What follows belongs to an exercise in optimizing a design on an open flow for small area and few clock cycles per item; a production flow would make more cautious choices.
Where RTL was checked, it was by simulation tests only, not by an equivalence proof against the original.
Function not checked in runs 1 and 2: the RTL went through the layout flow alone.
No activity file was given, so power comes from the tool's default toggle rates.

==> flow/design.v, too long to show whole: its modules and the start of the top module <==
// module fpu_mul_lopd48: 46 lines
// module fpu_mul_prenorm_pipe: 85 lines
// module fpu_mul_mant_mul: 1568 lines
// module fpu_mul_mant_fin: 23 lines
// module fpu_mul_fa: 4 lines
// module fpu_mul_ha: 4 lines
// module fpu_mul_xn: 3 lines
// module fpu_mul_or: 3 lines
// module fpu_mul_bx: 3 lines
// module fpu_mul_bs2: 4 lines
// module fpu_mul_bs: 3 lines
module fpu_mul_prenorm_pipe #(
  parameter int SIZE_DATA = 8,
  parameter int SIZE_MANT = 24,
  parameter int SIZE_LOPD = 8,
  parameter int BIAS      = 127
) (
  input  logic                   i_clk,
  input  logic                   i_rst_n,
  input  logic                   i_valid,
  output logic                   o_ready,
  input  logic [31:0]            i_data_a,
  input  logic [31:0]            i_data_b,
  output logic                   o_valid,
  input  logic                   i_ready,
  output logic                   o_sign,
  output logic [SIZE_DATA-1:0]   o_data_exp,
  output logic                   o_exp_oor,
  output logic [2*SIZE_MANT-1:0] o_mant_prod,
  output logic                   o_ov_flag,
  output logic                   o_un_flag,
  output logic [SIZE_LOPD-1:0]   o_one_pos,
  output logic                   o_zero_flag
);
  // ...
==> flow/flow/run.sh <==
#!/bin/bash
# The standard layout, except that the port buffers are sky130_fd_sc_hd__buf_1
# cells (resized later by repair as needed) instead of the delay cells
# buffer_ports picks by default. Every port still gets its own buffer.
set -euo pipefail
bash standard.sh 'BUFFER_PORTS_ARGS=-buffer_cell sky130_fd_sc_hd__buf_1' finish > orfs_make.log 2>&1
==> flow/standard.sh <==
#!/bin/bash
# synth_recipe.tcl (not shown) runs the flow's synth.tcl, then flattens the netlist and writes it again
# the make line also repeats each setting of config.mk as NAME=value (left out here)
make -C /OpenROAD-flow-scripts/flow DESIGN_CONFIG=/design/flow/config.mk WORK_HOME=/design/flow/orfs CLKGATE_MAP_FILE= SYNTH_SCRIPT=/design/flow/synth_recipe.tcl "${@:-finish}"
==> flow/config.mk <==
export PLATFORM = sky130hd
export DESIGN_NAME = fpu_mul_prenorm_pipe
export DESIGN_NICKNAME = fpu_mul_prenorm_pipe
export VERILOG_FILES = /design/flow/design.v
export SDC_FILE = /design/flow/constraint.sdc
export NUM_CORES = 4
export LEC_CHECK = 0
export CAP_MARGIN = 20
export CORE_MARGIN = 2
export CORE_UTILIZATION = 40
export CTS_BUF_LIST = sky130_fd_sc_hd__clkbuf_8
export GPL_TIMING_DRIVEN = 0
export SLEW_MARGIN = 20
export SYNTH_HIERARCHICAL = 1
export SYNTH_MINIMUM_KEEP_SIZE = 0
==> flow/constraint.sdc <==
create_clock -name core_clock -period 8.0 [get_ports {i_clk}]
set_input_delay 1.6000 -clock core_clock [delete_from_list [all_inputs] [get_ports {i_clk}]]
set_output_delay 1.6000 -clock core_clock [all_outputs]
set_load 0.01 [all_outputs]
==> key figures, run 1 <==
Setup path
  – Largest stage delay, worst path: 0.96 ns
  – Critical path's most frequent cell: sky130_fd_sc_hd__fa_1
  – Capturing element of the worst setup path: r_gn[4]$_DFFE_PP_
  – Max stage delay cell, worst path: sky130_fd_sc_hd__ha_1
  – Worst setup path category: input port to register
  – Buffers and inverters on the worst path: 2
  – Arrival time of data at the critical path endpoint: 7.95 ns

Flow run
  – Max-cap violation count: 0

Synthesis
  – Gate Count Post-Synth: 1395
  – Most used flip-flop cell after synthesis: sky130_fd_sc_hd__edfxtp_1
  – Mean area per synthesized cell: 11.2 sq um
  – Area share of the largest cell type after synthesis: between 30% and 40%
  – Simple logic cell fraction of the synthesized area: 8.03%

GRT
  – Pin count of the biggest net entering global routing: 59
  – GRT Total Usage: 23.4%
  – Initial antenna violation count: 2

STA
  – Period minus WS final: between 7 and 8 ns
  – Hold Violations, Final: 0

Final layout
  – Growth of design area from synthesis to finish: 12.2%
  – Largest registers ranked by flip-flop count: r_sn (48), r_exp (8), r_gn (6)
  – Commonest cells after routing, fill and taps aside: 298 x sky130_fd_sc_hd__fa_1, 288 x sky130_fd_sc_hd__a22oi_1, 280 x sky130_fd_sc_hd__xor2_1
  – Total of plain and repair buffers excluding clock buffers: 177
  – Core occupancy in the finished layout: 45.4%

Floorplan
  – Starting density of the core: 40.4%

Clocking
  – Clock net sink count: 65

Drt
  – Routed Antenna Nets: 0
  – Wire length on met2: 21600 um
  – Average routed wire per standard cell: 22.7 um

Power
  – Proportion of power drawn by flip-flops and latches: 13.7%
  – P_leak: around 6.3 nW
  – Max VDD drop: between 0.4 and 0.5 mV

Worst hold path
  – Startpoint of the lowest-slack hold path: r_valid$_DFFE_PN0N_

Run status
  – Status: timing/DRC/antenna clean

Place
  – Placement-stage worst setup slack: -0.615 ns
==> module fpu_mul_prenorm_pipe, before the edit <==
module fpu_mul_prenorm_pipe #(
  parameter int SIZE_DATA = 8,
  parameter int SIZE_MANT = 24,
  parameter int SIZE_LOPD = 8,
  parameter int BIAS      = 127
) (
  input  logic                   i_clk,
  input  logic                   i_rst_n,
  input  logic                   i_valid,
  output logic                   o_ready,
  input  logic [31:0]            i_data_a,
  input  logic [31:0]            i_data_b,
  output logic                   o_valid,
  input  logic                   i_ready,
  output logic                   o_sign,
  output logic [SIZE_DATA-1:0]   o_data_exp,
  output logic                   o_exp_oor,
  output logic [2*SIZE_MANT-1:0] o_mant_prod,
  output logic                   o_ov_flag,
  output logic                   o_un_flag,
  output logic [SIZE_LOPD-1:0]   o_one_pos,
  output logic                   o_zero_flag
);
  localparam int FP_W    = fpu_mul_pkg::FP_W;
  localparam int EXP_W   = fpu_mul_pkg::EXP_W;
  localparam int FRAC_W  = fpu_mul_pkg::FRAC_W;
  localparam int NBLK    = 7;
  logic                       a_nz, b_nz;
  logic [EXP_W-1:0]           ea, eb;
  logic [SIZE_MANT-1:0]       ma, mb;
  logic [EXP_W:0]             exp_t;
  logic                       exp_oor;
  logic                       r_valid;
  logic                       r_sign;
  logic [SIZE_DATA-1:0]       r_exp;
  logic                       r_oor;
  logic [2*SIZE_MANT-1:0]     r_sn;
  logic [NBLK-2:0]            r_gn;
  logic [2*SIZE_MANT-1:0]     r_prod;
  logic                       load;
  logic [SIZE_LOPD-1:0]       lopd_pos;
  logic                       lopd_zero;
  logic [2*SIZE_MANT-1:0]     mul_sn;
  logic [NBLK-2:0]            mul_gn;
  assign a_nz = |i_data_a[FP_W-2:FRAC_W];
  assign b_nz = |i_data_b[FP_W-2:FRAC_W];
  assign ea   = a_nz ? i_data_a[FP_W-2:FRAC_W] : EXP_W'(1);
  assign eb   = b_nz ? i_data_b[FP_W-2:FRAC_W] : EXP_W'(1);
  assign ma   = {a_nz, i_data_a[FRAC_W-1:0]};
  assign mb   = {b_nz, i_data_b[FRAC_W-1:0]};
  assign exp_t   = {1'b0, ea} + {1'b0, eb} + (EXP_W+1)'(1);
  assign exp_oor = exp_t[EXP_W] ? (exp_t[EXP_W-1] | (&exp_t[EXP_W-2:0]))
                                : (~exp_t[EXP_W-1] | ~(|exp_t[EXP_W-2:0]));
  fpu_mul_mant_mul u_mul (.a(ma), .b(mb), .sn(mul_sn), .gn(mul_gn));
  assign load    = ~r_valid | i_ready;
  assign o_ready = load;
  always_ff @(posedge i_clk or negedge i_rst_n) begin
    if (!i_rst_n) r_valid <= 1'b0;
    else if (load) r_valid <= i_valid;
  end
  always_ff @(posedge i_clk) begin
    if (load && i_valid) begin
      r_sign <= i_data_a[FP_W-1] ^ i_data_b[FP_W-1];
      r_exp  <= {~exp_t[EXP_W-1], exp_t[EXP_W-2:0]};
      r_oor  <= exp_oor;
      r_sn   <= mul_sn;
      r_gn   <= mul_gn;
    end
  end
  fpu_mul_mant_fin u_fin (.sn(r_sn), .gn(r_gn), .p(r_prod));
  fpu_mul_lopd48 #(.SIZE_LOPD(SIZE_LOPD)) u_lopd (
    .prod_low (r_prod[46:0]),
    .one_pos  (lopd_pos),
    .all_zero (lopd_zero)
  );
  assign o_valid     = r_valid;
  assign o_sign      = r_sign;
  assign o_data_exp  = r_exp;
  assign o_exp_oor   = r_oor;
  assign o_mant_prod = r_prod;
  assign o_ov_flag   = r_prod[47];
  assign o_un_flag   = ~r_prod[47] & r_prod[46];
  assign o_zero_flag = ~r_prod[47] & lopd_zero;
  assign o_one_pos   = (r_prod[47] | r_prod[46]) ? '0 : lopd_pos;
endmodule
==> module fpu_mul_mant_fin, before the edit <==
module fpu_mul_mant_fin (
  input  logic [47:0] sn,
  input  logic [5:0] gn,
  output logic [47:0] p
);
  logic [47:0] s;
  logic [6:0] cin;
  assign s = ~sn;
  assign cin[0] = 1'b0;
  assign p[10:0] = s[10:0] + 11'(cin[0]);
  assign cin[1] = ~gn[0] | (cin[0] & (&s[10:0]));
  assign p[17:11] = s[17:11] + 7'(cin[1]);
  assign cin[2] = ~gn[1] | (cin[1] & (&s[17:11]));
  assign p[23:18] = s[23:18] + 6'(cin[2]);
  assign cin[3] = ~gn[2] | (cin[2] & (&s[23:18]));
  assign p[29:24] = s[29:24] + 6'(cin[3]);
  assign cin[4] = ~gn[3] | (cin[3] & (&s[29:24]));
  assign p[35:30] = s[35:30] + 6'(cin[4]);
  assign cin[5] = ~gn[4] | (cin[4] & (&s[35:30]));
  assign p[41:36] = s[41:36] + 6'(cin[5]);
  assign cin[6] = ~gn[5] | (cin[5] & (&s[41:36]));
  assign p[47:42] = s[47:42] + 6'(cin[6]);
endmodule
==> inputs of run 2 (changes only) <==
--- a/flow/design.v
+++ b/flow/design.v
@@ -90,17 +90,17 @@
   output logic                   o_ov_flag,
   output logic                   o_un_flag,
   output logic [SIZE_LOPD-1:0]   o_one_pos,
   output logic                   o_zero_flag
 );
   localparam int FP_W    = fpu_mul_pkg::FP_W;
   localparam int EXP_W   = fpu_mul_pkg::EXP_W;
   localparam int FRAC_W  = fpu_mul_pkg::FRAC_W;
-  localparam int NBLK    = 7;
+  localparam int NBLK    = 8;
   logic                       a_nz, b_nz;
   logic [EXP_W-1:0]           ea, eb;
   logic [SIZE_MANT-1:0]       ma, mb;
   logic [EXP_W:0]             exp_t;
   logic                       exp_oor;
   logic                       r_valid;
   logic                       r_sign;
   logic [SIZE_DATA-1:0]       r_exp;
@@ -153,17 +153,17 @@
   assign o_un_flag   = ~r_prod[47] & r_prod[46];
   assign o_zero_flag = ~r_prod[47] & lopd_zero;
   assign o_one_pos   = (r_prod[47] | r_prod[46]) ? '0 : lopd_pos;
 endmodule
 module fpu_mul_mant_mul (
   input  logic [23:0] a,
   input  logic [23:0] b,
   output logic [47:0] sn,
-  output logic [5:0] gn
+  output logic [6:0] gn
 );
   logic [11:0] one, two;
   logic [10:0] neg, negn;
   logic [25:0] u0;
   logic [25:0] u1;
   logic [25:0] u2;
   logic [25:0] u3;
   logic [25:0] u4;
@@ -1681,74 +1681,78 @@
   fpu_mul_fa u_k604 (.a(c524), .b(s525), .c(k603), .s(sn[16]), .co(k604));
   fpu_mul_fa u_k605 (.a(c526), .b(s527), .c(k604), .s(sn[17]), .co(k605));
   fpu_mul_xn u_xk606 (.a(c528), .b(s529), .y(sn[18]));
   fpu_mul_or u_k606 (.a(c528), .b(s529), .y(k606));
   fpu_mul_fa u_k607 (.a(c530), .b(s531), .c(k606), .s(sn[19]), .co(k607));
   fpu_mul_fa u_k608 (.a(c532), .b(s533), .c(k607), .s(sn[20]), .co(k608));
   fpu_mul_fa u_k609 (.a(c534), .b(s535), .c(k608), .s(sn[21]), .co(k609));
   fpu_mul_fa u_k610 (.a(c536), .b(s537), .c(k609), .s(sn[22]), .co(k610));
-  fpu_mul_fa u_k611 (.a(c538), .b(s539), .c(k610), .s(sn[23]), .co(k611));
-  fpu_mul_xn u_xk612 (.a(c540), .b(s541), .y(sn[24]));
-  fpu_mul_or u_k612 (.a(c540), .b(s541), .y(k612));
+  fpu_mul_xn u_xk611 (.a(c538), .b(s539), .y(sn[23]));
+  fpu_mul_or u_k611 (.a(c538), .b(s539), .y(k611));
+  fpu_mul_fa u_k612 (.a(c540), .b(s541), .c(k611), .s(sn[24]), .co(k612));
   fpu_mul_fa u_k613 (.a(c542), .b(s543), .c(k612), .s(sn[25]), .co(k613));
   fpu_mul_fa u_k614 (.a(c544), .b(s545), .c(k613), .s(sn[26]), .co(k614));
   fpu_mul_fa u_k615 (.a(c546), .b(s547), .c(k614), .s(sn[27]), .co(k615));
-  fpu_mul_fa u_k616 (.a(c548), .b(s549), .c(k615), .s(sn[28]), .co(k616));
+  fpu_mul_xn u_xk616 (.a(c548), .b(s549), .y(sn[28]));
+  fpu_mul_or u_k616 (.a(c548), .b(s549), .y(k616));
   fpu_mul_fa u_k617 (.a(c550), .b(s551), .c(k616), .s(sn[29]), .co(k617));
-  fpu_mul_xn u_xk618 (.a(c552), .b(s553), .y(sn[30]));
-  fpu_mul_or u_k618 (.a(c552), .b(s553), .y(k618));
+  fpu_mul_fa u_k618 (.a(c552), .b(s553), .c(k617), .s(sn[30]), .co(k618));
   fpu_mul_fa u_k619 (.a(c554), .b(s555), .c(k618), .s(sn[31]), .co(k619));
   fpu_mul_fa u_k620 (.a(c556), .b(s557), .c(k619), .s(sn[32]), .co(k620));
-  fpu_mul_fa u_k621 (.a(c558), .b(s559), .c(k620), .s(sn[33]), .co(k621));
+  fpu_mul_xn u_xk621 (.a(c558), .b(s559), .y(sn[33]));
+  fpu_mul_or u_k621 (.a(c558), .b(s559), .y(k621));
   fpu_mul_fa u_k622 (.a(c560), .b(s561), .c(k621), .s(sn[34]), .co(k622));
   fpu_mul_fa u_k623 (.a(c562), .b(s563), .c(k622), .s(sn[35]), .co(k623));
-  fpu_mul_xn u_xk624 (.a(c564), .b(s565), .y(sn[36]));
-  fpu_mul_or u_k624 (.a(c564), .b(s565), .y(k624));
+  fpu_mul_fa u_k624 (.a(c564), .b(s565), .c(k623), .s(sn[36]), .co(k624));
   fpu_mul_fa u_k625 (.a(c566), .b(s567), .c(k624), .s(sn[37]), .co(k625));
-  fpu_mul_fa u_k626 (.a(c568), .b(s569), .c(k625), .s(sn[38]), .co(k626));
+  fpu_mul_xn u_xk626 (.a(c568), .b(s569), .y(sn[38]));
+  fpu_mul_or u_k626 (.a(c568), .b(s569), .y(k626));
   fpu_mul_fa u_k627 (.a(c570), .b(s571), .c(k626), .s(sn[39]), .co(k627));
   fpu_mul_fa u_k628 (.a(c572), .b(s573), .c(k627), .s(sn[40]), .co(k628));
   fpu_mul_fa u_k629 (.a(c574), .b(s575), .c(k628), .s(sn[41]), .co(k629));
-  fpu_mul_xn u_xk630 (.a(c576), .b(s577), .y(sn[42]));
-  fpu_mul_or u_k630 (.a(c576), .b(s577), .y(k630));
-  fpu_mul_fa u_k631 (.a(c578), .b(s579), .c(k630), .s(sn[43]), .co(k631));
+  fpu_mul_fa u_k630 (.a(c576), .b(s577), .c(k629), .s(sn[42]), .co(k630));
+  fpu_mul_xn u_xk631 (.a(c578), .b(s579), .y(sn[43]));
+  fpu_mul_or u_k631 (.a(c578), .b(s579), .y(k631));
   fpu_mul_fa u_k632 (.a(c580), .b(s581), .c(k631), .s(sn[44]), .co(k632));
   fpu_mul_fa u_k633 (.a(c582), .b(s583), .c(k632), .s(sn[45]), .co(k633));
   fpu_mul_fa u_k634 (.a(c584), .b(s585), .c(k633), .s(sn[46]), .co(k634));
   fpu_mul_fa u_k635 (.a(c586), .b(s587), .c(k634), .s(sn[47]), .co(k635));
   assign gn[0] = k598;
   assign gn[1] = k605;
-  assign gn[2] = k611;
-  assign gn[3] = k617;
-  assign gn[4] = k623;
-  assign gn[5] = k629;
+  assign gn[2] = k610;
+  assign gn[3] = k615;
+  assign gn[4] = k620;
+  assign gn[5] = k625;
+  assign gn[6] = k630;
 endmodule
 module fpu_mul_mant_fin (
   input  logic [47:0] sn,
-  input  logic [5:0] gn,
+  input  logic [6:0] gn,
   output logic [47:0] p
 );
   logic [47:0] s;
-  logic [6:0] cin;
+  logic [7:0] cin;
   assign s = ~sn;
   assign cin[0] = 1'b0;
   assign p[10:0] = s[10:0] + 11'(cin[0]);
   assign cin[1] = ~gn[0] | (cin[0] & (&s[10:0]));
   assign p[17:11] = s[17:11] + 7'(cin[1]);
   assign cin[2] = ~gn[1] | (cin[1] & (&s[17:11]));
-  assign p[23:18] = s[23:18] + 6'(cin[2]);
-  assign cin[3] = ~gn[2] | (cin[2] & (&s[23:18]));
-  assign p[29:24] = s[29:24] + 6'(cin[3]);
-  assign cin[4] = ~gn[3] | (cin[3] & (&s[29:24]));
-  assign p[35:30] = s[35:30] + 6'(cin[4]);
-  assign cin[5] = ~gn[4] | (cin[4] & (&s[35:30]));
-  assign p[41:36] = s[41:36] + 6'(cin[5]);
-  assign cin[6] = ~gn[5] | (cin[5] & (&s[41:36]));
-  assign p[47:42] = s[47:42] + 6'(cin[6]);
+  assign p[22:18] = s[22:18] + 5'(cin[2]);
+  assign cin[3] = ~gn[2] | (cin[2] & (&s[22:18]));
+  assign p[27:23] = s[27:23] + 5'(cin[3]);
+  assign cin[4] = ~gn[3] | (cin[3] & (&s[27:23]));
+  assign p[32:28] = s[32:28] + 5'(cin[4]);
+  assign cin[5] = ~gn[4] | (cin[4] & (&s[32:28]));
+  assign p[37:33] = s[37:33] + 5'(cin[5]);
+  assign cin[6] = ~gn[5] | (cin[5] & (&s[37:33]));
+  assign p[42:38] = s[42:38] + 5'(cin[6]);
+  assign cin[7] = ~gn[6] | (cin[6] & (&s[42:38]));
+  assign p[47:43] = s[47:43] + 5'(cin[7]);
 endmodule
 module fpu_mul_fa (input logic a, input logic b, input logic c, output logic s, output logic co);
   assign s  = a ^ b ^ c;
   assign co = (a & b) | (a & c) | (b & c);
 endmodule
 module fpu_mul_ha (input logic a, input logic b, output logic s, output logic co);
   assign s  = a ^ b;
   assign co = a & b;
==> run 2 against run 1 <==
Against the previous run:
- routed wire length hardly changed
- critical endpoint is now r_gn[5]$_DFFE_PP_
- sequential share of layout area is 0.19 points higher
- clock power is essentially flat
- still clean
- hold slack worse by 0.0049 ns
==> key figures, run 2 <==
GRT
  – GRT Total Usage: 23.3% (-0.062 points)
  – Via count of the first global-routing pass: ~13000
  – Wire length of the first global-routing pass: roughly 74000 um
  – Pin count of the biggest net entering global routing: 56 (-5.1%)
  – Initial antenna violation count: 1 (-1)
  – Overflow left after global routing: 0

STA
  – Number of pins exceeding their max-slew limit in the final report: 0
  – Slew at the pin closest to its max-slew limit: roughly 1.2 ns
  – Final setup violation count: 0
  – Relative slew slack: between 20% and 30%
  – Period minus WS final: 7.57 ns (-0.275 ns)
  – Worst clock skew: 0.0154 ns
  – Hold Violations, Final: 0 (unchanged)
  – Max frequency: around 130 MHz
  – Setup repair after global routing missed its margin: false
  – Tcrit/Tclk final: 94.6%

Power
  – Share of power burned in the clock network: 3.6%
  – Portion of total power attributed to combinational logic: 82.7%
  – Pwr dens: 494 nW/um^2
  – Max VDD drop: 0.398 mV (-0.76%)
  – Internal: 4.43 mW
  – Proportion of power drawn by flip-flops and latches: 13.7% (about the same)
  – Reported net switching power: roughly 4.2 mW
  – P_leak: 6.28 nW (+0.18%)
  – Switching share of power: slightly below 50%

Floorplan
  – Die extent in x: 202 um
  – Full die area: between 40000 and 50000 sq um
  – Std-Cell Core Area: 38700 sq um
  – Die height: slightly above 200 um
  – Starting density of the core: 40.5% (+0.084 points)
  – Count of standard-cell rows: 72
  – I/O pins: 139

Synthesis
  – Fraction of registers with async set or reset after synthesis: between 1.5 and 2%
  – Area share of the largest cell type after synthesis: 37.9% (-0.29 points)
  – Dominant combinational cell family by area after synthesis: adder cells
  – Number of enable flip-flop cells after synthesis: 65
  – Most used flip-flop cell after synthesis: sky130_fd_sc_hd__edfxtp_1
  – Synthesized flop and latch total: 66
  – Most frequent cell after synthesis: sky130_fd_sc_hd__fa_1
  – Gate Count Post-Synth: 1403 (+0.57%)
  – Yosys top cell by area: sky130_fd_sc_hd__fa_1
  – Compound-Gate Fraction of Synth Area: 17.7%
  – Post-synthesis xor/xnor area fraction: 18.3%
  – Total standard cell area after synthesis: 15700 sq um
  – Multiplexer area fraction after synthesis: 0%
  – Most instantiated cells after synthesis: 297 x sky130_fd_sc_hd__fa_1, 288 x sky130_fd_sc_hd__a22oi_1, 282 x sky130_fd_sc_hd__xor2_1
  – Sequential share of the synthesized area: 12.6%
  – Number of distinct library cells after synthesis: 65
  – Adder and majority gate portion of the synthesized area: 41.0%
  – Simple logic cell fraction of the synthesized area: 8.10% (+0.068 points)
  – Largest cells by area after synthesis: sky130_fd_sc_hd__fa_1 38%, sky130_fd_sc_hd__xor2_1 16%, sky130_fd_sc_hd__a22oi_1 14%
  – Warnings, synthesis: 12
  – Mean area per synthesized cell: 11.2 sq um (-0.13%)

Place
  – Placed cell area: 17300 sq um
  – Placed wire-length estimate after detailed placement: approximately 37000 um
  – Number of cells in the design after placement: a little over 2000
  – Number of buffers inserted by port buffering: around 140
  – Placer congestion estimate: 0.887

Clocking
  – Post-CTS resize count: 0
  – Clock net sink count: 66 (+1.5%)
  – Clk pin slew, worst setup/hold paths: 0.08 ns
  – Hold-fix buffers at CTS: 0
  – Post-CTS setup-driven buffer insertion count: 0
  – Maximum clock path buffer count: 2
  – TritonCTS clock tree: built
  – H-tree lvl count: 3
  – Clk Tree Root Cell: sky130_fd_sc_hd__clkbuf_8
  – Total CTS buffers: 9
  – Clock latency (worst-skew pair): 0.35 ns

Setup path
  – Largest stage delay, worst path: 0.66 ns (-0.30 ns)
  – Crit end category: register
  – Critical Path Start Type: input port
  – Worst setup path category: input port to register
  – Buffers and inverters on the worst path: 3 (+1)
  – Critical path's most frequent cell: sky130_fd_sc_hd__fa_1
  – Highest fanout seen on the critical path: 27
  – Top Family by Delay on Critical Path: adder cells
  – R2R cell count: 3
  – Max stage delay cell, worst path: sky130_fd_sc_hd__inv_2
  – Critical Path, Cell by Cell: buf_1 > ha_1 > nand2b_1 > inv_2 > xor2_1 > a22oi_1 > fa_1 > fa_1 > fa_1 > fa_1 > fa_1 > or2_1 > fa_1 > fa_1 > fa_1 > fa_1 > buf_4
  – Arrival time of data at the critical path endpoint: 7.68 ns (-0.27 ns)
  – Instance count on the critical path: 17
  – R2R setup slack: between 6 and 7 ns
  – Worst path required time: 8.11 ns

Drt
  – Final wirelength: between 40000 and 50000 um
  – Vias: ~12000
  – Routed Antenna Nets: 0 (unchanged)
  – Average routed wire per standard cell: 22.6 um (-0.34%)
  – DRC violation count after routing: 0
  – Via-per-instance ratio: just under 6
  – Number of design-rule violations left by the first detailed-router iteration: 1289
  – Length of the first detailed-routing pass in iterations: 6

Worst hold path
  – Path type of the worst min-delay path: register to register
  – Hold Crit Depth: 2

Final layout
  – Final instance count without filler cells: between 2000 and 2500
  – Commonest cells after routing, fill and taps aside: 297 x sky130_fd_sc_hd__fa_1, 288 x sky130_fd_sc_hd__a22oi_1, 282 x sky130_fd_sc_hd__xor2_1
  – Share of layout cells above drive strength 1: a little under 8%
  – # diodes: 0
  – Growth of design area from synthesis to finish: 11.5%
  – Cell area after layout: 17500 sq um
  – Largest registers ranked by flip-flop count: r_sn (48), r_exp (8), r_gn (7)
  – Final layout net count: 1971
  – Largest register FFs: 48
  – Register with the most flip-flops: r_sn
  – Most common cell after layout, fill and taps aside: sky130_fd_sc_hd__fa_1

Flow run
  – Max-cap violation count: 0 (unchanged)

Run status
  – Status: timing/DRC/antenna clean
run 2: path summary, 6_finish.rpt:
kind	from	to
worst max-delay path	i_data_b[19]	r_gn[5]$_DFFE_PP_
worst min-delay path	r_valid$_DFFE_PN0N_	r_valid$_DFFE_PN0N_
worst max register to register	r_valid$_DFFE_PN0N_	r_sn[4]$_DFFE_PP_
worst min register to register	r_valid$_DFFE_PN0N_	r_valid$_DFFE_PN0N_
max in group asynchronous	i_rst_n	r_valid$_DFFE_PN0N_
min in group asynchronous	i_rst_n	r_valid$_DFFE_PN0N_
run 2: power by group through the flow:
stage,clock network [mW],registers (mW),logic [mW]
global route,0.335,1.20,8.08
CTS,0.320,1.19,7.16
global placement,0,1.19,6.92
finish,0.310,1.19,7.16
floorplan,0,1.17,4.51
detailed placement,0,1.19,7.14
run 2: final cells by class:
class / count / area, sq um
repair buffers: 151 / 827
plain buffers: 26 / 146
flip-flops and latches: 66 / 1980
inverters: 58 / 218
well taps: 518 / 648
clock buffers: 10 / 138
clock inverters: 6 / 90.1
multi-input cells: 1255 / 13500
fillers: 3699 / 21200
run 2: metrics by stage:
stage               worst slack, ns  TNS (ns)  util (%)  total power [mW]  hold WS, ns
CTS                           0.449         0      45.2              8.67        0.555
floorplan                    0.0919         0         -              5.68        0.622
global placement              -1.88    -40.50      43.5              8.11        0.501
global route                  0.205         0      45.2              9.62        0.588
detailed placement           0.0665         0      44.6              8.33        0.533
finish                        0.434         0      45.2              8.66        0.543
run 2: per-module statistics from Yosys (local to each module, per instance), excerpt:
module	times used	cell area, sq um	cells	flops+latches
fpu_mul_or	36	6.26	1	0
fpu_mul_mant_mul	1	627	101	0
fpu_mul_bs2	144	15.0	2	0
fpu_mul_bx	264	8.76	1	0
fpu_mul_prenorm_pipe	1	2580	156	66
fpu_mul_bs	12	12.5	1	0
fpu_mul_fa	296	20.0	1	0
fpu_mul_mant_fin	1	763	116	0
fpu_mul_ha	6	12.5	1	0
run 2: tightest hold or removal path, cell delays in order (launching register included):
cell	delay (ns)
sky130_fd_sc_hd__dfrtp_1	0.35
sky130_fd_sc_hd__nand2b_1	0.09
sky130_fd_sc_hd__nand2b_1	0.08
run 2: per-layer routing:
metal / routed length (um) / up-vias / track usage (%)
met5: 0 / - / 0
met3: 4200 / 82 / 4.97
met2: 21000 / 594 / 36.2
li1: - / 5360 / -
met4: 1250 / 0 / 7.38
met1: 20900 / 6214 / 32.7
run 2: cell families (layout without fill, tap and decap cells):
family	after synthesis	in the layout
AND/OR/NAND/NOR	220	220
flip-flops	66	66
buffers and inverters	84	251
XOR/XNOR	328	328
AO/OA/AOI/OAI	367	367
other	2	4
adder cells (fa/ha/maj)	336	336
==> module fpu_mul_lopd48, before the edit <==
module fpu_mul_lopd48 #(
  parameter int SIZE_LOPD = 8
) (
  input  logic [46:0]          prod_low,
  output logic [SIZE_LOPD-1:0] one_pos,
  output logic                 all_zero
);
  logic [63:0] x;
  logic [31:0] v1;
  logic [31:0] c1;
  logic [15:0] v2;
  logic [1:0]  c2 [16];
  logic [7:0]  v4;
  logic [2:0]  c4 [8];
  logic [3:0]  v8;
  logic [3:0]  c8 [4];
  logic [1:0]  v16;
  logic [4:0]  c16 [2];
  logic [5:0]  lz;
  assign x = {prod_low, 1'b1, 16'b0};
  always_comb begin
    for (int i = 0; i < 32; i++) begin
      v1[i] = x[2*i+1] | x[2*i];
      c1[i] = ~x[2*i+1];
    end
    for (int i = 0; i < 16; i++) begin
      v2[i] = v1[2*i+1] | v1[2*i];
      c2[i] = v1[2*i+1] ? {1'b0, c1[2*i+1]} : {1'b1, c1[2*i]};
    end
    for (int i = 0; i < 8; i++) begin
      v4[i] = v2[2*i+1] | v2[2*i];
      c4[i] = v2[2*i+1] ? {1'b0, c2[2*i+1]} : {1'b1, c2[2*i]};
    end
    for (int i = 0; i < 4; i++) begin
      v8[i] = v4[2*i+1] | v4[2*i];
      c8[i] = v4[2*i+1] ? {1'b0, c4[2*i+1]} : {1'b1, c4[2*i]};
    end
    for (int i = 0; i < 2; i++) begin
      v16[i] = v8[2*i+1] | v8[2*i];
      c16[i] = v8[2*i+1] ? {1'b0, c8[2*i+1]} : {1'b1, c8[2*i]};
    end
    lz = v16[1] ? {1'b0, c16[1]} : {1'b1, c16[0]};
  end
  assign all_zero = ~|prod_low;
  assign one_pos  = all_zero ? '0 : SIZE_LOPD'(lz);
endmodule
==> inputs of run 3 (changes only) <==
--- a/flow/design.v
+++ b/flow/design.v
@@ -28,6 +28,7 @@
 ) (
-  input  logic [46:0]          prod_low,
+  input  logic [47:0]          prod,
   output logic [SIZE_LOPD-1:0] one_pos,
-  output logic                 all_zero
+  output logic                 zero
 );
+  logic        low_zero;
   logic [63:0] x;
@@ -44,3 +45,3 @@
   logic [5:0]  lz;
-  assign x = {prod_low, 1'b1, 16'b0};
+  assign x = {prod[46:0], 1'b1, 16'b0};
   always_comb begin
@@ -68,4 +69,5 @@
   end
-  assign all_zero = ~|prod_low;
-  assign one_pos  = all_zero ? '0 : SIZE_LOPD'(lz);
+  assign low_zero = ~|prod[46:0];
+  assign zero     = ~prod[47] & low_zero;
+  assign one_pos  = (prod[47] | low_zero) ? '0 : SIZE_LOPD'(lz);
 endmodule
@@ -111,4 +113,2 @@
   logic                       load;
-  logic [SIZE_LOPD-1:0]       lopd_pos;
-  logic                       lopd_zero;
   logic [2*SIZE_MANT-1:0]     mul_sn;
@@ -142,5 +142,5 @@
   fpu_mul_lopd48 #(.SIZE_LOPD(SIZE_LOPD)) u_lopd (
-    .prod_low (r_prod[46:0]),
-    .one_pos  (lopd_pos),
-    .all_zero (lopd_zero)
+    .prod    (r_prod),
+    .one_pos (o_one_pos),
+    .zero    (o_zero_flag)
   );
@@ -153,4 +153,2 @@
   assign o_un_flag   = ~r_prod[47] & r_prod[46];
-  assign o_zero_flag = ~r_prod[47] & lopd_zero;
-  assign o_one_pos   = (r_prod[47] | r_prod[46]) ? '0 : lopd_pos;
 endmodule
--- a/flow/config.mk
+++ b/flow/config.mk
@@ -9,5 +9,6 @@
 export CORE_MARGIN = 2
-export CORE_UTILIZATION = 40
+export CORE_UTILIZATION = 65
 export CTS_BUF_LIST = sky130_fd_sc_hd__clkbuf_8
 export GPL_TIMING_DRIVEN = 0
+export PLACE_DENSITY = 0.8
 export SLEW_MARGIN = 20
==> run 3 against run 2 <==
Against the previous run:
- still clean
- critical path depth unchanged
- register-to-register slack improved by 0.04 ns
- routed wire length decreased by 5.0%
- synthesized area decreased by 0.59%
- hold slack got worse by 0.0047 ns
- sequential share of layout area increased by 0.27 points
- non-clock buffer count increased by 4
- synthesized cell count decreased by 0.86%
- die area decreased by 38%
==> key figures, run 3 <==
Run status
  – Status: timing/DRC/antenna clean

Drt
  – Final wirelength: 44900 um (-5.0%)
  – Average routed wire per standard cell: 23.9 um (+5.4%)
  – Vias: 12682 (+3.5%)
  – Length of the first detailed-routing pass in iterations: 7 (+1)
  – Number of design-rule violations left by the first detailed-router iteration: 1780 (+38%)
  – Routed Antenna Nets: 0 (unchanged)
  – DRC violation count after routing: 0 (unchanged)
  – Via-per-instance ratio: 6.73 (+15%)

Floorplan
  – Die height: 159 um (-21%)
  – Count of standard-cell rows: 56 (-22%)
  – Std-Cell Core Area: 23500 sq um (-39%)
  – Full die area: 25300 sq um (-38%)
  – Starting density of the core: 66.3% (+26 points)
  – I/O pins: 139 (unchanged)
  – Die extent in x: 159 um (-21%)

Place
  – Number of buffers inserted by port buffering: 136 (unchanged)
  – Placed wire-length estimate after detailed placement: 34600 um (-6.7%)
  – Placer congestion estimate: 0.979 (+10%)

Power
  – Total Power Consumption: 8.69 mW (+0.38%)
  – Share of power burned in the clock network: 2.8% (-0.8 points)
  – Switching share of power: 49.3% (+0.41 points)
  – Portion of total power attributed to combinational logic: 83.5% (+0.8 points)
  – Reported net switching power: 4.28 mW (+1.2%)
  – Internal: 4.41 mW (-0.42%)
  – Proportion of power drawn by flip-flops and latches: 13.7% (about the same)
  – Pwr dens: 508 nW/um^2 (+2.8%)
  – Max VDD drop: 0.474 mV (+19%)
  – P_leak: 6.22 nW (-0.93%)

Clocking
  – Post-CTS setup-driven buffer insertion count: 0 (unchanged)
  – Clock latency (worst-skew pair): 0.34 ns (about the same)
  – Clk pin slew, worst setup/hold paths: 0.07 ns (about the same)
  – Clk Tree Root Cell: sky130_fd_sc_hd__clkbuf_8
  – Maximum clock path buffer count: 2 (unchanged)
  – Hold-fix buffers at CTS: 0 (unchanged)
  – Post-CTS resize count: 0 (unchanged)
  – Clock net sink count: 66 (unchanged)
  – H-tree lvl count: 3 (unchanged)
  – Total CTS buffers: 9 (unchanged)
  – TritonCTS clock tree: built

Setup path
  – Arrival time of data at the critical path endpoint: 7.78 ns (+0.10 ns)
  – Largest stage delay, worst path: 0.62 ns (-0.04 ns)
  – Critical Path, Cell by Cell: buf_1 > ha_1 > nand2b_1 > inv_2 > xor2_1 > a22oi_1 > fa_1 > fa_1 > fa_1 > fa_1 > fa_1 > or2_1 > fa_1 > fa_1 > fa_1 > fa_1 > buf_4
  – Critical register-to-register path endpoint: r_sn[11]$_DFFE_PP_
  – Worst Setup SP: i_data_b[7]
  – Worst path required time: 8.10 ns (about the same)
  – Worst setup path category: input port to register
  – Critical Path Start Type: input port
  – Critical path's most frequent cell: sky130_fd_sc_hd__fa_1
  – Top Family by Delay on Critical Path: adder cells
  – R2R setup slack: 6.62 ns (+0.04 ns)
  – Crit end category: register
  – Max stage delay cell, worst path: sky130_fd_sc_hd__inv_2
  – R2R cell count: 3 (unchanged)
  – Highest fanout seen on the critical path: 27 (unchanged)
  – Critical R2R Launch: r_valid$_DFFE_PN0N_
  – Buffers and inverters on the worst path: 3 (unchanged)

STA
  – Worst clock skew: 0.00482 ns (-0.0106 ns)
  – Setup repair after global routing missed its margin: false
  – Number of pins exceeding their max-slew limit in the final report: 0 (unchanged)
  – Hold Violations, Final: 0 (unchanged)
  – Final setup violation count: 0 (unchanged)
  – Slew at the pin closest to its max-slew limit: 1.17 ns (-0.0283 ns)
  – Relative slew slack: 22.0% (+1.9 points)
  – Max frequency: 130 MHz (-1.4%)
  – Period minus WS final: 7.68 ns (+0.111 ns)
  – Final hold slack: 0.538 ns (-0.00473 ns)
  – Tcrit/Tclk final: 96.0% (+1.4 points)

Worst hold path
  – Startpoint of the lowest-slack hold path: r_valid$_DFFE_PN0N_
  – Hold Crit Depth: 2 (unchanged)
  – Worst min-delay path endpoint: r_valid$_DFFE_PN0N_
  – Path type of the worst min-delay path: register to register

Final layout
  – Core occupancy in the finished layout: 72.6% (+27 points)
  – Commonest cells after routing, fill and taps aside: 297 x sky130_fd_sc_hd__fa_1, 288 x sky130_fd_sc_hd__a22oi_1, 282 x sky130_fd_sc_hd__xor2_1
  – Share of layout cells above drive strength 1: 8.06% (+0.36 points)
  – Most common cell after layout, fill and taps aside: sky130_fd_sc_hd__fa_1
  – Register with the most flip-flops: r_sn
  – Filler instances: 1756 (-53%)
  – # diodes: 0 (unchanged)
  – Final layout net count: 1963 (-0.41%)
  – Largest register FFs: 48 (unchanged)
  – Growth of design area from synthesis to finish: 9.56%
  – Largest registers ranked by flip-flop count: r_sn (48), r_exp (8), r_gn (7)

GRT
  – Via count of the first global-routing pass: 12969 (+1.8%)
  – GRT Total Usage: 36.0% (+13 points)
  – Overflow left after global routing: 0 (unchanged)
  – Pin count of the biggest net entering global routing: 56 (unchanged)
  – Initial antenna violation count: 0 (-1)
  – Wire length of the first global-routing pass: 70900 um (-4.0%)

Synthesis
  – Total standard cell area after synthesis: 15600 sq um (-0.59%)
  – Yosys top cell by area: sky130_fd_sc_hd__fa_1
  – Most frequent cell after synthesis: sky130_fd_sc_hd__fa_1
  – Number of distinct library cells after synthesis: 65 (unchanged)
  – Gate Count Post-Synth: 1391 (-0.86%)
  – Fraction of registers with async set or reset after synthesis: 1.52% (unchanged)
  – Area share of the largest cell type after synthesis: 38.1% (+0.22 points)
  – Most used flip-flop cell after synthesis: sky130_fd_sc_hd__edfxtp_1
  – Mean area per synthesized cell: 11.2 sq um (+0.27%)
  – Sequential share of the synthesized area: 12.7% (+0.075 points)
  – Warnings, synthesis: 12 (unchanged)
  – Synthesized flop and latch total: 66 (unchanged)
  – Number of enable flip-flop cells after synthesis: 65 (unchanged)
  – Largest cells by area after synthesis: sky130_fd_sc_hd__fa_1 38%, sky130_fd_sc_hd__xor2_1 16%, sky130_fd_sc_hd__a22oi_1 14%
  – Most instantiated cells after synthesis: 297 x sky130_fd_sc_hd__fa_1, 288 x sky130_fd_sc_hd__a22oi_1, 282 x sky130_fd_sc_hd__xor2_1

Flow run
  – Max-cap violation count: 0 (unchanged)
[run 3: cell count changes in the layout (fill, tap and decap cells not counted), sizes merged, moves of 2 or more]
| cell | previous run | this run |
|---|---|---|
| or3 | 2 | 4 |
| bufinv | 2 | 0 |
| nor4b | 3 | 1 |
| nor2b | 9 | 7 |
| and2 | 10 | 2 |
| a211oi | 2 | 0 |
| clkbuf | 26 | 28 |
| nand2 | 48 | 52 |
| nor2 | 38 | 40 |
| nor4 | 17 | 14 |
[run 3: layer usage]
metal,vias to the layer above,global-route usage (%),wire (um)
met5,-,0,0
met4,0,14.0,1940
met3,160,8.47,5550
met2,981,54.7,19700
met1,6208,50.8,17800
li1,5333,-,-
[run 3: per-module statistics from Yosys (local to each module, per instance), a selection]
| module | flops+latches | cells | copies in the design |
|---|---|---|---|
| fpu_mul_or | 0 | 1 | 36 |
| fpu_mul_prenorm_pipe | 66 | 146 | 1 |
| fpu_mul_mant_fin | 0 | 116 | 1 |
| fpu_mul_bs | 0 | 1 | 12 |
| fpu_mul_xn | 0 | 1 | 36 |
| fpu_mul_fa | 0 | 1 | 296 |
| fpu_mul_bx | 0 | 1 | 264 |
| fpu_mul_ha | 0 | 1 | 6 |
[run 3: metrics by stage]
stage          instance area (sq um)  instances  setup TNS [ns]  setup WS, ns
2_1_floorplan                  15600       1393               0        0.0919
3_3_place_gp                   16500       1848          -34.18         -1.78
3_5_place_dp                   16900       1867               0        0.0852
4_1_cts                        17100       1883               0         0.435
5_1_grt                        17100       1883               0         0.159
6_report                       17100       1883               0         0.323
[run 3: how the worst max path moves through the flow]
stage | endpoint | slack [ns] | cells after the start
2_1_floorplan | r_gn[4]$_DFFE_PP_ | 0.09 | 14
3_3_place_gp | r_gn[3]$_DFFE_PP_ | -1.78 | 14
3_5_place_dp | r_gn[5]$_DFFE_PP_ | 0.09 | 17
4_1_cts | r_gn[3]$_DFFE_PP_ | 0.43 | 17
5_1_grt | r_gn[3]$_DFFE_PP_ | 0.16 | 17
6_report | r_gn[5]$_DFFE_PP_ | 0.32 | 17
[run 3: cell families after synthesis]
kind of cell               Yosys count  synth area share, %
buffers and inverters               82                 2.28
adders and majority gates          336                 41.2
and+or+nand+nor                    212                 7.67
AOI/OAI and AO/OA                  365                 17.7
other                                2               0.0481
xor gates and xnor gates           328                 18.4
DFF                                 66                 12.7
[run 3: power groups by stage]
stage | Combinational, mW | Clock, mW | Sequential (mW)
after floorplan | 4.49 | 0 | 1.17
final | 7.25 | 0.245 | 1.19
after CTS | 7.14 | 0.253 | 1.19
after global routing | 8.03 | 0.267 | 1.21
after detailed placement | 7.11 | 0 | 1.20
after global placement | 6.78 | 0 | 1.19
[run 3: worst reg2reg max path: stages, from the launching register on]
cell                       delay (ns)
sky130_fd_sc_hd__dfrtp_1         0.38
sky130_fd_sc_hd__nand2b_1        0.11
sky130_fd_sc_hd__and2_4          0.26
sky130_fd_sc_hd__buf_16          0.28
[run 3: layout make-up]
class / count / area, sq um / share of cell area (%)
multi-input cells: 1245 / 13400 / 78.1
flip-flops and latches: 66 / 1980 / 11.6
repair buffers: 155 / 840 / 4.91
well taps: 319 / 399 / 2.33
inverters: 56 / 210 / 1.23
plain buffers: 26 / 146 / 0.856
clock buffers: 9 / 124 / 0.724
clock inverters: 7 / 52.6 / 0.307
Testbench counts of run 3, summed over its fixed seeds: cycles 24,008, items 24,000.
==> inputs of run 4 (changes only) <==
--- a/flow/config.mk
+++ b/flow/config.mk
@@ -9,6 +9,5 @@
 export CORE_MARGIN = 2
-export CORE_UTILIZATION = 65
+export CORE_UTILIZATION = 40
 export CTS_BUF_LIST = sky130_fd_sc_hd__clkbuf_8
 export GPL_TIMING_DRIVEN = 0
-export PLACE_DENSITY = 0.8
 export SLEW_MARGIN = 20
==> run 4 against run 3 <==
Against the previous run:
- die area up 61%
- first-iteration DRC count decreased by 24%
- clock power rose by 14%
- power decreased by 1.8%
- synthesized area did not move
- non-clock buffer count is 5 lower
- highest routed layer unchanged
==> key figures, run 4 <==
Synthesis
  – Warnings, synthesis: 12 (unchanged)
  – Number of distinct library cells after synthesis: 65 (unchanged)
  – Most used flip-flop cell after synthesis: sky130_fd_sc_hd__edfxtp_1
  – Synthesized flop and latch total: 66 (unchanged)
  – Gate Count Post-Synth: 1391 (unchanged)
  – Area share of the largest cell type after synthesis: 38.1% (unchanged)
  – Number of enable flip-flop cells after synthesis: 65 (unchanged)
  – Fraction of registers with async set or reset after synthesis: 1.52% (unchanged)
  – Sequential share of the synthesized area: 12.7% (unchanged)
  – Largest cells by area after synthesis: sky130_fd_sc_hd__fa_1 38%, sky130_fd_sc_hd__xor2_1 16%, sky130_fd_sc_hd__a22oi_1 14%
  – Yosys top cell by area: sky130_fd_sc_hd__fa_1
  – Most frequent cell after synthesis: sky130_fd_sc_hd__fa_1
  – Mean area per synthesized cell: 11.2 sq um (unchanged)
  – Total standard cell area after synthesis: 15600 sq um (unchanged)
  – Most instantiated cells after synthesis: 297 x sky130_fd_sc_hd__fa_1, 288 x sky130_fd_sc_hd__a22oi_1, 282 x sky130_fd_sc_hd__xor2_1

Worst hold path
  – Hold Crit Depth: 2 (unchanged)
  – Worst min-delay path endpoint: r_valid$_DFFE_PN0N_
  – Path type of the worst min-delay path: register to register
  – Startpoint of the lowest-slack hold path: r_valid$_DFFE_PN0N_

Power
  – P_leak: 6.22 nW (about the same)
  – Total Power Consumption: 8.53 mW (-1.8%)
  – Pwr dens: 491 nW/um^2 (-3.4%)
  – Max VDD drop: 0.324 mV (-32%)

Final layout
  – Commonest cells after routing, fill and taps aside: 297 x sky130_fd_sc_hd__fa_1, 288 x sky130_fd_sc_hd__a22oi_1, 282 x sky130_fd_sc_hd__xor2_1
  – Largest registers ranked by flip-flop count: r_sn (48), r_exp (8), r_gn (7)
  – Most common cell after layout, fill and taps aside: sky130_fd_sc_hd__fa_1
  – Register with the most flip-flops: r_sn
  – Core occupancy in the finished layout: 45.0% (-28 points)
  – Growth of design area from synthesis to finish: 11.3%
  – Filler instances: 3652 (+110%)
  – Largest register FFs: 48 (unchanged)
  – Share of layout cells above drive strength 1: 8.02% (-0.038 points)
  – Final layout net count: 1958 (-0.25%)

Place
  – Number of buffers inserted by port buffering: 136 (unchanged)
  – Placer congestion estimate: 0.907 (-7.4%)
  – Placed wire-length estimate after detailed placement: 36900 um (+6.5%)

Setup path
  – Critical R2R Launch: r_valid$_DFFE_PN0N_
  – Highest fanout seen on the critical path: 27 (unchanged)
  – R2R cell count: 3 (unchanged)
  – Crit end category: register
  – Worst setup path category: input port to register
  – Critical register-to-register path endpoint: r_sn[14]$_DFFE_PP_
  – Worst path required time: 8.11 ns (about the same)
  – Critical Path Start Type: input port
  – Arrival time of data at the critical path endpoint: 7.76 ns (-0.02 ns)
  – R2R setup slack: 6.52 ns (-0.10 ns)

Clocking
  – Clock latency (worst-skew pair): 0.34 ns (about the same)
  – TritonCTS clock tree: built
  – Hold-fix buffers at CTS: 0 (unchanged)
  – Maximum clock path buffer count: 2 (unchanged)
  – Total CTS buffers: 9 (unchanged)
  – Clk pin slew, worst setup/hold paths: 0.08 ns (about the same)
  – Post-CTS resize count: 0 (unchanged)
  – Clk Tree Root Cell: sky130_fd_sc_hd__clkbuf_8
  – Clock net sink count: 66 (unchanged)
  – Post-CTS setup-driven buffer insertion count: 0 (unchanged)
  – H-tree lvl count: 3 (unchanged)

STA
  – Setup repair after global routing missed its margin: false
  – Number of pins exceeding their max-slew limit in the final report: 0 (unchanged)
  – Final setup violation count: 0 (unchanged)
  – Setup Total Neg Slack: 0 ns (unchanged)
  – Max frequency: 131 MHz (+0.36%)
  – Relative slew slack: 21.2% (-0.83 points)
  – Worst clock skew: 0.0114 ns (+0.00655 ns)
  – Tcrit/Tclk final: 95.6% (-0.35 points)
  – Slew at the pin closest to its max-slew limit: 1.18 ns (+0.0124 ns)
  – Period minus WS final: 7.65 ns (-0.0279 ns)
  – Hold Violations, Final: 0 (unchanged)

GRT
  – Pin count of the biggest net entering global routing: 42 (-25%)
  – GRT Total Usage: 23.5% (-12 points)
  – Initial antenna violation count: 0 (unchanged)
  – Overflow left after global routing: 0 (unchanged)
  – Via count of the first global-routing pass: 12720 (-1.9%)
  – Wire length of the first global-routing pass: 74000 um (+4.4%)

Drt
  – Number of design-rule violations left by the first detailed-router iteration: 1359 (-24%)
  – Final wirelength: 47200 um (+5.1%)
  – Via-per-instance ratio: 5.86 (-13%)
  – Average routed wire per standard cell: 22.7 um (-4.8%)
  – Routed Antenna Nets: 0 (unchanged)
  – DRC violation count after routing: 0 (unchanged)
  – Length of the first detailed-routing pass in iterations: 6 (-1)
  – Vias: 12182 (-3.9%)

Flow run
  – Max-cap violation count: 0 (unchanged)

Floorplan
  – Count of standard-cell rows: 72 (+29%)
  – Starting density of the core: 40.5% (-26 points)
  – Die height: 202 um (+27%)
  – Die extent in x: 202 um (+27%)
  – I/O pins: 139 (unchanged)
  – Full die area: 40600 sq um (+61%)
  – Std-Cell Core Area: 38600 sq um (+64%)

Run status
  – Status: timing/DRC/antenna clean
[run 4: per-module statistics from Yosys (local to each module, per instance), excerpt]
module                copies in the design  flip-flops and latches  cells inside  cell area, sq um
fpu_mul_bs                              12                       0             1              12.5
fpu_mul_bs2                            144                       0             2              15.0
fpu_mul_bx                             264                       0             1              8.76
fpu_mul_fa                             296                       0             1              20.0
fpu_mul_ha                               6                       0             1              12.5
fpu_mul_mant_fin                         1                       0           116               763
fpu_mul_mant_mul                         1                       0           101               627
fpu_mul_or                              36                       0             1              6.26
fpu_mul_prenorm_pipe                     1                      66           146              2510
fpu_mul_xn                              36                       0             1              8.76
[run 4: critical path: stages]
cell and delay (ns):
sky130_fd_sc_hd__buf_1 0.14, sky130_fd_sc_hd__ha_1 0.22, sky130_fd_sc_hd__nand2b_1 0.23, sky130_fd_sc_hd__inv_2 0.68, sky130_fd_sc_hd__xor2_1 0.19, sky130_fd_sc_hd__a22oi_1 0.28, sky130_fd_sc_hd__fa_1 0.51, sky130_fd_sc_hd__fa_1 0.51
sky130_fd_sc_hd__fa_1 0.42, sky130_fd_sc_hd__fa_1 0.58, sky130_fd_sc_hd__fa_1 0.45, sky130_fd_sc_hd__or2_1 0.26, sky130_fd_sc_hd__fa_1 0.38, sky130_fd_sc_hd__fa_1 0.39, sky130_fd_sc_hd__fa_1 0.40, sky130_fd_sc_hd__fa_1 0.36
sky130_fd_sc_hd__buf_4 0.13
[run 4: cell type report]
cell class / instances / area [sq um] / share of cell area, %
Antenna cell: 1 / 2.50 / 0.0144
Tap cell: 518 / 648 / 3.73
Clock buffer: 10 / 138 / 0.792
Timing Repair Buffer: 150 / 797 / 4.59
Sequential cell: 66 / 1980 / 11.4
Inverter: 56 / 210 / 1.21
Multi-Input combinational cell: 1245 / 13400 / 77.1
Buffer: 26 / 146 / 0.843
Clock inverter: 6 / 66.3 / 0.382
[run 4: where the power goes]
| group | switching [mW] | internal, mW |
|---|---|---|
| Sequential | 0.0926 | 1.09 |
| Clock | 0.126 | 0.153 |
| Combinational | 3.94 | 3.12 |
| Total | 4.16 | 4.37 |
[run 4: cell families after synthesis]
logic type | synth area share [%]
buffers and inverters | 2.28
xor gates and xnor gates | 18.4
adders and majority gates | 41.2
AOI/OAI and AO/OA | 17.7
other | 0.0481
and+or+nand+nor | 7.67
DFF | 12.7
[run 4: routing by layer]
layer	routed length (um)	share of wire, %	track usage (%)
met1	20800	44	33.4
met2	21100	45	36.5
met4	1370	2.9	7.62
met3	3980	8.4	4.16
met5	0	0	0
[run 4: stage by stage]
step                      std cells  cell area, sq um  worst slack (ns)  hold slack, ns
after detailed placement       2061             17200            0.0356           0.530
after CTS                      2077             17400             0.430           0.550
after global routing           2077             17400             0.149           0.581
final                          2078             17400             0.351           0.548
after floorplan                1393             15600            0.0919           0.622
after global placement         2047             16800             -1.87           0.502
[run 4: worst max path at each step]
| stage | startpoint | cells after the start | end |
|---|---|---|---|
| CTS | i_data_b[19] | 17 | r_gn[3]$_DFFE_PP_ |
| global placement | i_data_b[1] | 14 | r_gn[3]$_DFFE_PP_ |
| finish | i_data_b[19] | 17 | r_gn[3]$_DFFE_PP_ |
| global route | i_data_b[19] | 17 | r_gn[4]$_DFFE_PP_ |
| detailed placement | i_data_b[19] | 17 | r_gn[3]$_DFFE_PP_ |
| floorplan | i_data_b[4] | 14 | r_gn[4]$_DFFE_PP_ |

what the ideal ports hide:
The results above use ideal ports. As a check the final layouts listed here were re-extracted and re-timed, cells and wires unchanged. Step 1 assumes that a clkbuf_16 drives the clock port and a buf_2 every other input. Step 2 times the ports against the registers' clock, not the clock port: input delays grow and output delays shrink by t, the midpoint of the rising clock arrivals with the driver on. a / b / c = ideal / step 1 / step 2; a / b = the first two.
run | t (ns) | slack for setup (ns) | latest minus earliest clock arrival (ns) | worst register clock-pin slew, ns | worst slew at a driven data input, ns
run 1 | 0.383 | 0.160 / 0.175 / -0.208 | 0.013 / 0.013 | 0.07 / 0.07 | 0.06
run 2 | 0.384 | 0.434 / 0.444 / 0.060 | 0.016 / 0.016 | 0.08 / 0.08 | 0.07
run 3 | 0.373 | 0.323 / 0.339 / -0.034 | 0.008 / 0.008 | 0.08 / 0.08 | 0.04
run 4 | 0.380 | 0.351 / 0.353 / -0.026 | 0.012 / 0.013 | 0.08 / 0.08 | 0.06
Met with ideal ports but missed after step 2: setup timing in run 1, run 3 and run 4. For run 4, which loses most, drivers alone change the setup slack by +0.002 ns; drivers and shift together by -0.377 ns.
